What follows belongs to an exercise in optimizing a design on an open flow for small area; a production flow would make more cautious choices. Where RTL was checked, it was by simulation tests only, not by an equivalence proof against the original. Power is estimated from default activity; no workload was simulated. The clock port is modelled as an ideal driver; clocking choices that lean on that would not hold on a real chip.

run 1:
==> flow/design.v <==
module ecc_input_loader #(
   parameter  int DATA_W  = 64,
   localparam int N_WORDS = 768 / DATA_W
) (
   input  logic              i_clk,
   input  logic              i_rst_n,
   input  logic              i_in_valid,
   output logic              o_in_ready,
   input  logic [DATA_W-1:0] i_in_data,
   output logic              o_start,
   input  logic              i_core_ack,
   input  logic              i_core_done,
   output logic [255:0]      o_scalar,
   output logic [255:0]      o_px,
   output logic [255:0]      o_py
   ,
   output logic              o_range_err
);
   localparam logic [3:0] S_START = 4'd12;
   localparam logic [3:0] S_BUSY  = 4'd13;
   localparam logic [3:0] S_RST   = 4'd15;
   logic [3:0] s;
   logic       accept;
   assign o_in_ready = ~(s[3] & s[2]);
   assign o_start    = (s == S_START);
   assign accept     = i_in_valid & o_in_ready;
   always_ff @(posedge i_clk or negedge i_rst_n) begin
      if (!i_rst_n) begin
         s <= S_RST;
      end else if ((s == S_BUSY && i_core_done) || s == S_RST || s == 4'd14) begin
         s <= 4'd0;
      end else if (accept || (o_start && i_core_ack)) begin
         s <= s + 4'd1;
      end
   end
   always_ff @(posedge i_clk) begin
      if (accept) {o_scalar, o_px, o_py} <= {o_scalar[255-DATA_W:0], o_px, o_py, i_in_data};
   end
   logic r_all;    
   logic r_err;
   logic d_mid;    
   assign d_mid = &i_in_data[62:5];
   always_ff @(posedge i_clk) begin
      if (accept) begin
         if (s[3:2] == 2'b00) begin
            r_err <= 1'b0;
         end else if (s[1:0] == 2'b00) begin
            r_err <= r_err | i_in_data[63];
            r_all <= d_mid & (&i_in_data[4:0]);
         end else if (s[1:0] == 2'b11) begin
            r_err <= r_err | (r_all & i_in_data[63] & d_mid & (i_in_data[4:0] >= 5'd13));
         end else begin
            r_all <= r_all & i_in_data[63] & d_mid & (&i_in_data[4:0]);
         end
      end
   end
   assign o_range_err = r_err;
endmodule
Settings: LEC_CHECK=0, CAP_MARGIN=20, CORE_MARGIN=2, CORE_UTILIZATION=70, CTS_BUF_LIST=sky130_fd_sc_hd__clkbuf_8, CTS_CLUSTER_DIAMETER=100, CTS_CLUSTER_SIZE=19, SLEW_MARGIN=20; clock period 5.0 ns.
standard.sh (not shown) runs the stock make flow with config.mk's settings and CLKGATE_MAP_FILE= SYNTH_SCRIPT=/design/flow/synth_recipe.tcl, a recipe that flattens the netlist after the stock synthesis.
==> flow/flow/run.sh <==
#!/bin/bash
# Standard ORFS layout, with the port buffers made from the smallest buffer
# (buf_1) and pins allowed on every routing track of the die edge.
set -euo pipefail
export BUFFER_PORTS_ARGS="-buffer_cell sky130_fd_sc_hd__buf_1"
export PLACE_PINS_ARGS="-min_distance 1 -min_distance_in_tracks"
bash standard.sh finish > run_standard.log 2>&1
The inputs of run 2 differ from those of run 1 as listed below.
==> flow/flow/run.sh <==
#!/bin/bash
# Standard ORFS layout, with the port buffers made from the smallest buffer
# (buf_1), pins allowed on every routing track of the die edge, and clock tree
# synthesis without dummy loads.
set -euo pipefail
export BUFFER_PORTS_ARGS="-buffer_cell sky130_fd_sc_hd__buf_1"
export PLACE_PINS_ARGS="-min_distance 1 -min_distance_in_tracks"
export CTS_ARGS="-sink_clustering_enable -repair_clock_nets -dont_use_dummy_load -sink_clustering_size 19 -sink_clustering_max_diameter 100 -buf_list sky130_fd_sc_hd__clkbuf_8"
bash standard.sh finish > run_standard.log 2>&1
==> comparison <==
Utilization run 1 -> run 2: down
Layout filler cell count, run 2 and run 1, lower one = run 1.
The logic gate share of total power of run 2 and that of run 1 are within noise of each other.
NOTE: setup slack of the worst register-to-register path in run 2 falls short of that of run 1
Run 2 -> run 1: sequential cell count delta 0, exact match
Summary of run 2 over run 1: clock network area share saw a decrease, setup slack after layout fell by 0.011 ns.
Relative to run 2, the following input files were edited for run 3:
==> flow/flow/run.sh <==
#!/bin/bash
# Standard ORFS layout, with the port buffers made from the smallest buffer
# (buf_1), pins allowed on every routing track of the die edge, and clock tree
# synthesis without dummy loads.
set -euo pipefail
export BUFFER_PORTS_ARGS="-buffer_cell sky130_fd_sc_hd__buf_1"
export PLACE_PINS_ARGS="-min_distance 1 -min_distance_in_tracks"
export CTS_ARGS="-sink_clustering_enable -repair_clock_nets -dont_use_dummy_load -sink_clustering_size 30 -sink_clustering_max_diameter 100 -buf_list sky130_fd_sc_hd__clkbuf_16"
bash standard.sh finish > run_standard.log 2>&1
--- outcome ---
From run 3 to run 2, y dimension of the die did not move at all. Taking run 2 as the reference, in run 3 cell count fell by 17; wire length rose by about 3%. Run 3 improves on run 2 in slack of the worst reg-to-reg path. Portion of total power attributed to combinational logic: run 2 and run 3 compared, higher one is run 2. On run 3: summed area of non-filler cells in the final layout is 93 µm² higher than what run 2 gave. When run 3 is set beside run 2, its part of the total power dissipated in the clock network turns out to be 1.4 points larger. When run 3 is set beside run 2, its total chip power turns out to be 1.9% larger.
Function was not checked in any run of this note: the RTL went through the layout flow alone.

## v31
ecc_input_loader, a different RTL version from the one above (not shown whole).
Size: roughly 840 I/O pins.
clock: 5.0 ns
lec_check: 0
cap_margin: 20
core_margin: 2
core_utilization: 40
cts_buf_list: sky130_fd_sc_hd__clkbuf_4
slew_margin: 20
==> flow/flow/run.sh <==
#!/bin/bash
# Standard ORFS layout, with the port buffers made from the smallest buffer
# (buf_1) instead of the resizer's default choice.
set -euo pipefail
export BUFFER_PORTS_ARGS="-buffer_cell sky130_fd_sc_hd__buf_1"
bash standard.sh finish > run_standard.log 2>&1
No stage failed in v31, and the final checks on the layout all came back clean.
Changes in v18 relative to v31:
Settings: CTS_CLUSTER_SIZE: unset -> 19; CORE_UTILIZATION: 40 -> 70; CTS_BUF_LIST: sky130_fd_sc_hd__clkbuf_4 -> sky130_fd_sc_hd__clkbuf_8; CTS_CLUSTER_DIAMETER: unset -> 100.
diff --git a/flow/flow/run.sh b/flow/flow/run.sh
--- a/flow/flow/run.sh
+++ b/flow/flow/run.sh
@@ -3 +3 @@
-# (buf_1) instead of the resizer's default choice.
+# (buf_1) and pins allowed on every routing track of the die edge.
@@ -5,0 +6 @@
+export PLACE_PINS_ARGS="-min_distance 1 -min_distance_in_tracks"
==> run summary <==
- In v18 the fraction of area in clock buffers and inverters turned out 5.2 points lower than in v31.
- v31 has a higher post-layout minimum cycle time than v18.
- For the via count, v18 came in about 4.4% lower than v31 did.
- Between v18 and v31, it is v18 whose hold slack is lower, by 0.045 ns.
- Looking only at maximum number of pins on one net before global-route repair, and setting everything else aside, the higher value of v31 and v18 goes to v31.
diff inputs: v18 => v29
Settings: ABC_AREA newly set to 1; CORE_UTILIZATION changed from 70 to 50; SLEW_MARGIN changed from 20 to 0; CTS_CLUSTER_SIZE changed from 19 to 18; CTS_CLUSTER_DIAMETER changed from 100 to 40; CAP_MARGIN changed from 20 to 0.
==> comparison <==
v29 completed every stage of the flow, and the final layout passed the timing, DRC and antenna checks. Switching power share of the total down 1.5 points in v29 wrt v18. Going from v18 to v29, global-route wire length before repair grows by 2300 um. Min compound-gate portion of the synthesized area across v29 and v18: v18. Initial standard-cell utilization of the core (higher): v18. Comparing v29 and v18, the lower detailed router's first-iteration violation count was measured on v29. Comparing v29 and v18, the higher gate count after technology mapping is on v29. v29 vs v18: final design area excluding fillers up in v29. On wire length: between v29 and v18, it ends up higher for v29.
Inputs modified between v29 and v56:
Settings: CAP_MARGIN: 0 -> 20; CORE_UTILIZATION: 50 -> 78; SLEW_MARGIN: 0 -> 20; ABC_AREA: 1 -> unset; CTS_CLUSTER_DIAMETER: 40 -> 100; CTS_CLUSTER_SIZE: 18 -> 19.
==> run summary <==
[compare] base=v29 new=v56: synthesized cell count decreased by 43 relative to the old numbers, mux cell area share after synthesis closely matched the old numbers, post-synthesis share of cell area spent on full adders, half adders and majority gates closely matched the old numbers, initial core utilization increased by 29 points relative to the old numbers. v56 did not make it past detailed placement (3_5_place_dp), where a tool error ended it. The area fraction in and, or, nand and nor cells after synthesis number comes out higher for v29 vs v56.
> inputs changed (v56 -> v35)
Settings: CORE_UTILIZATION now 70, was 78; CTS_BUF_LIST now sky130_fd_sc_hd__clkbuf_4, was sky130_fd_sc_hd__clkbuf_8; CTS_CLUSTER_DIAMETER no longer set, was 100; CTS_CLUSTER_SIZE no longer set, was 19.
Findings:
v35 finished every step from synthesis to the final layout, and the layout passed the timing, DRC and antenna checks.
As far as top-level port count goes, v35 and v56 are indistinguishable; the numbers are identical.
Re number of port buffers: no difference whatsoever between v35 and v56.
Re initial standard-cell utilization of the core: v35 is 8.7 points down on v56.
As far as synthesized cell count goes, v56 and v35 are indistinguishable; the numbers are identical.
Going from v56 to v35, net count after synthesis has remained practically unchanged; height of the die has increased.

== v47 ==
Another version of the RTL of ecc_input_loader (not shown whole).
For scale: roughly 830 cells after synthesis, about 770 flip-flops.
==> flow/design.v (excerpt) <==
module ecc_input_loader #(
   parameter  int DATA_W  = 64,
   localparam int N_WORDS = 768 / DATA_W
) (
   input  logic              i_clk,
   input  logic              i_rst_n,
   input  logic              i_in_valid,
   output logic              o_in_ready,
   input  logic [DATA_W-1:0] i_in_data,
   output logic              o_start,
   input  logic              i_core_ack,
   input  logic              i_core_done,
   output logic [255:0]      o_scalar,
   output logic [255:0]      o_px,
   output logic [255:0]      o_py
   ,
   output logic              o_range_err
);
export LEC_CHECK = 0
export CAP_MARGIN = 20
export CORE_MARGIN = 2
export CORE_UTILIZATION = 70
export CTS_BUF_LIST = sky130_fd_sc_hd__clkbuf_8
export CTS_CLUSTER_DIAMETER = 80
export CTS_CLUSTER_SIZE = 20
export GPL_TIMING_DRIVEN = 0
export SLEW_MARGIN = 20
create_clock -name core_clock -period 5.0 [get_ports {i_clk}]
==> flow/flow/run.sh <==
#!/bin/bash
# Standard ORFS layout, with the port buffers made from the smallest buffer
# (buf_1), pins allowed on every routing track of the die edge, and clock tree
# synthesis without dummy loads.
set -euo pipefail
export BUFFER_PORTS_ARGS="-buffer_cell sky130_fd_sc_hd__buf_1"
export PLACE_PINS_ARGS="-min_distance 1 -min_distance_in_tracks"
export CTS_ARGS="-sink_clustering_enable -repair_clock_nets -dont_use_dummy_load -sink_clustering_size 20 -sink_clustering_max_diameter 80 -buf_list sky130_fd_sc_hd__clkbuf_8"
bash standard.sh finish > run_standard.log 2>&1
v47 finished all stages; the layout is clean.
Input changes introduced in v15 (baseline for comparison: v47):
Settings: swapping 80 for 100 in CTS_CLUSTER_DIAMETER; clearing GPL_TIMING_DRIVEN, which used to be 0; swapping 20 for 19 in CTS_CLUSTER_SIZE.
Results
Number of global-route vias before repair, v47 and v15: smaller value in v15
~same number of nets at the end of the flow in v47 and v15
Looking at area overhead of the layout relative to synthesis across v47 and v15, the one that comes out higher is v47.
On total power: v15 sits below v47.
Sort v47 and v15 by least setup slack across all paths after layout desc -> top: v15
Core utilization ends up lower on v15.
Compared to v47, v15 has worst max-slew margin expressed relative to the limit 12 points lower.
The following lists how v20 was set up differently from v15:
-- flow/flow/run.sh --
<<< v15, line 8
export CTS_ARGS="-sink_clustering_enable -repair_clock_nets -dont_use_dummy_load -sink_clustering_size 20 -sink_clustering_max_diameter 80 -buf_list sky130_fd_sc_hd__clkbuf_8"
>>> v20, line 8
export CTS_ARGS="-sink_clustering_enable -repair_clock_nets -dont_use_dummy_load -sink_clustering_size 10 -sink_clustering_max_diameter 60 -buf_list sky130_fd_sc_hd__clkbuf_4"
## What came out
- Sort v15 and v20 by cell count desc -> top: v20
- Initial antenna violation count in v20 is 1 higher than in v15
- v20 vs v15 — slack of the critical path dropped 0.16 ns.
- Synthesis-to-layout area growth in v20 vs v15: up 0.21 points
- Fraction of the core area covered by cells at the end of the flow essentially unchanged between v20 and v15.
The following lists how v13 was set up differently from v20:
==> flow/flow/run.sh <==
#!/bin/bash
# Standard ORFS layout, with the port buffers made from the smallest buffer
# (buf_1), pins allowed on every routing track of the die edge, clock tree
# synthesis without dummy loads, and (after the unchanged standard synthesis)
# the largest buffers and inverters kept out of the resizer's buffer trees.
set -euo pipefail
bash standard.sh synth > run_synth.log 2>&1
export BUFFER_PORTS_ARGS="-buffer_cell sky130_fd_sc_hd__buf_1"
export PLACE_PINS_ARGS="-min_distance 1 -min_distance_in_tracks"
export CTS_ARGS="-sink_clustering_enable -repair_clock_nets -dont_use_dummy_load -sink_clustering_size 20 -sink_clustering_max_diameter 80 -buf_list sky130_fd_sc_hd__clkbuf_8"
export DONT_USE_CELLS="sky130_fd_sc_hd__buf_8 sky130_fd_sc_hd__buf_12 sky130_fd_sc_hd__buf_16 sky130_fd_sc_hd__bufbuf_8 sky130_fd_sc_hd__bufbuf_16 sky130_fd_sc_hd__bufinv_8 sky130_fd_sc_hd__bufinv_16 sky130_fd_sc_hd__inv_8 sky130_fd_sc_hd__inv_12 sky130_fd_sc_hd__inv_16 sky130_fd_sc_hd__clkinv_8 sky130_fd_sc_hd__clkinv_16 sky130_fd_sc_hd__clkbuf_16"
bash standard.sh finish > run_standard.log 2>&1
Notes after the runs:
- v13 | stages: all done | timing, DRC, antenna: all pass
- Going from v20 to v13, the clock network power share was found to have gone down by 0.6 points.
- Going from v20 to v13, the net switching fraction of the power was found to have gone down by 0.39 points.
- The design area was comparable across v13 and v20.
- For v20, the classification of the worst-slack hold path was input port to async pin, unlike v13, where it was flip-flop to flip-flop.
- In v13 relative to v20, total power draw had gone down slightly.
- v13 against v20: number of global-route vias before repair down 2.3%; number of vias per cell held steady.

## run A
ecc_input_loader with an RTL version that a note above also has.
Size: ~840 cells after synthesis, about 780 flip-flops, roughly 840 I/O pins.
clock: 5.0 ns
lec_check: 0
cap_margin: 20
core_margin: 2
core_utilization: 70
cts_buf_list: sky130_fd_sc_hd__clkbuf_8
cts_cluster_diameter: 45
cts_cluster_size: 20
slew_margin: 20
==> flow/flow/run.sh <==
#!/bin/bash
# Standard ORFS layout, with the port buffers made from the smallest buffer
# (buf_1) and pins allowed on every routing track of the die edge.
set -euo pipefail
export BUFFER_PORTS_ARGS="-buffer_cell sky130_fd_sc_hd__buf_1"
export PLACE_PINS_ARGS="-min_distance 1 -min_distance_in_tracks"
bash standard.sh finish > run_standard.log 2>&1
> inputs changed (run A -> run B)
Settings: CTS_CLUSTER_SIZE no longer set, was 20; CORE_UTILIZATION now 65, was 70; CTS_BUF_LIST now sky130_fd_sc_hd__clkbuf_4, was sky130_fd_sc_hd__clkbuf_8; CTS_CLUSTER_DIAMETER no longer set, was 45.
==> flow/run.sh (new file) <==
#!/bin/bash
# synth_recipe.tcl (not shown) runs the flow's synth.tcl, then flattens the netlist and writes it again
# the make line also repeats each setting of config.mk as NAME=value (left out here)
make -C /OpenROAD-flow-scripts/flow DESIGN_CONFIG=/design/flow/config.mk WORK_HOME=/design/flow/orfs CLKGATE_MAP_FILE= SYNTH_SCRIPT=/design/flow/synth_recipe.tcl finish
removed: flow/flow/run.sh
removed: flow/standard.sh
Run B never completed; the flow aborted with a tool error in 3_2_place_iop. The async set-reset flop share out of synthesis of run B and that of run A are within noise of each other. Horizontal extent of the die: run B > run A. From run A to run B the numbers moved as follows: total number of placement rows increased about 3%; synthesized cell count essentially unchanged; share of synthesized cell area in full adder, half adder and majority cells essentially unchanged.
Edits applied to the flow inputs when going from run B to run C:
Settings: CORE_UTILIZATION: 65 -> 40; CTS_BUF_LIST: sky130_fd_sc_hd__clkbuf_4 -> sky130_fd_sc_hd__clkbuf_8; CTS_CLUSTER_SIZE: unset -> 16; CTS_CLUSTER_DIAMETER: unset -> 60.
==> flow/flow/run.sh (new file) <==
#!/bin/bash
# Standard ORFS layout, with the port buffers made from the smallest buffer
# (buf_1) instead of the resizer's default choice.
set -euo pipefail
export BUFFER_PORTS_ARGS="-buffer_cell sky130_fd_sc_hd__buf_1"
bash standard.sh finish > run_standard.log 2>&1
==> flow/standard.sh (new file) <==
#!/bin/bash
# synth_recipe.tcl (not shown) runs the flow's synth.tcl, then flattens the netlist and writes it again
# the make line also repeats each setting of config.mk as NAME=value (left out here)
make -C /OpenROAD-flow-scripts/flow DESIGN_CONFIG=/design/flow/config.mk WORK_HOME=/design/flow/orfs CLKGATE_MAP_FILE= SYNTH_SCRIPT=/design/flow/synth_recipe.tcl "${@:-finish}"
removed: flow/run.sh
[summary]
Among run C and run B, the run that stopped before the end is run B, and it is the only one.
Diff run B -> run C: synthesized net count held steady; mapped cell area held steady.
From run C to run B, multiplexer share of the synthesized area did not move at all.
Diff run C and run B: overall die height higher in run C
Diff run C..run B | mean instance size in the synthesized netlist | unchanged
Reported for run C and run B, share of async-settable or async-resettable flops after synthesis turned out identical to the last digit.
The final reports for run C and run B show total number of placement rows higher in the former.
Compare run C and run B | die span in x higher: run C
Compared with run B, run C shows a initial core utilization that is 26 points lower.
Setup changes, run C to run D
Settings: CTS_BUF_LIST removed (was sky130_fd_sc_hd__clkbuf_8); CTS_CLUSTER_SIZE removed (was 16); CTS_CLUSTER_DIAMETER removed (was 60).
==> flow/run.sh (new file) <==
#!/bin/bash
# synth_recipe.tcl (not shown) runs the flow's synth.tcl, then flattens the netlist and writes it again
# the make line also repeats each setting of config.mk as NAME=value (left out here)
make -C /OpenROAD-flow-scripts/flow DESIGN_CONFIG=/design/flow/config.mk WORK_HOME=/design/flow/orfs CLKGATE_MAP_FILE= SYNTH_SCRIPT=/design/flow/synth_recipe.tcl finish
removed: flow/flow/run.sh
removed: flow/standard.sh
[summary]
- Cell with the largest stage delay on the worst path: buf_4 -> run D, nor4_2 -> run C
- Diff run C -> run D: routed wire length +about 11%, clock-buffer cell count increased 66%, final routed wire length divided by cell count picked up an extra about 9%, critical path data arrival time climbed 0.17 ns, sum of internal, switching and leakage power moved up.
- The post-route standard cell area excluding fillers of run D exceeds that of run C by 0.0068 mm^2.

## static timing again, ports no longer ideal
In the flow no input, the clock included, has a driving cell. The finished layouts below were timed again as built, in two steps. Step 1 sets driving cells, clkbuf_16 on the clock port and buf_2 on the other inputs (assumed; they add their load-dependent delay and slew). Step 2 also shifts input and output timing later by t, the mid clock arrival at the registers, as if the neighbouring blocks saw the same clock. a / b / c = ideal ports / drivers / drivers and shift; a / b = the first two.
| run | shift t [ns] | slack for setup (ns) | hold WS [ns] | worst register clock-pin slew, ns | cell pins on the clock port's net |
|---|---|---|---|---|---|
| run 1 | 0.635 | 2.034 / 1.985 / 1.862 | 0.445 / 0.445 / 0.445 | 0.12 / 0.12 | 1 |
| run 2 | 0.640 | 2.023 / 1.975 / 1.834 | 0.427 / 0.427 / 0.427 | 0.11 / 0.11 | 1 |
| run 3 | 0.637 | 2.062 / 2.009 / 1.826 | 0.432 / 0.432 / 0.432 | 0.11 / 0.11 | 1 |
| v31 | 1.013 | 2.167 / 2.108 / 1.738 | 0.226 / 0.202 / 0.421 | 0.08 / 0.08 | 1 |
| v18 | 0.646 | 2.485 / 2.431 / 1.837 | 0.181 / 0.221 / 0.433 | 0.12 / 0.12 | 1 |
| v29 | 0.720 | 2.486 / 2.486 / 1.856 | 0.107 / 0.081 / 0.429 | 0.09 / 0.09 | 1 |
| v35 | 0.874 | 2.293 / 2.246 / 2.035 | 0.355 / 0.337 / 0.410 | 0.09 / 0.09 | 1 |
| v47 | 0.632 | 2.076 / 2.027 / 1.450 | 0.429 / 0.429 / 0.429 | 0.11 / 0.11 | 1 |
| v15 | 0.633 | 2.125 / 2.078 / 1.896 | 0.432 / 0.432 / 0.432 | 0.12 / 0.12 | 1 |
| v20 | 0.794 | 1.966 / 1.921 / 1.940 | 0.325 / 0.313 / 0.420 | 0.12 / 0.12 | 1 |
| v13 | 0.633 | 2.125 / 2.078 / 1.896 | 0.432 / 0.432 / 0.432 | 0.12 / 0.12 | 1 |
| run A | 0.666 | 2.465 / 2.414 / 1.824 | 0.152 / 0.204 / 0.436 | 0.11 / 0.11 | 1 |
| run C | 0.712 | 2.428 / 2.410 / 1.748 | 0.120 / 0.152 / 0.448 | 0.11 / 0.11 | 1 |
| run D | 0.661 | 1.987 / 1.924 / 1.264 | 0.440 / 0.440 / 0.440 | 0.06 / 0.06 | 1 |
After both steps every run listed still meets setup and hold. For run D, which loses most, drivers alone change the setup slack by -0.063 ns; drivers and shift together by -0.723 ns.
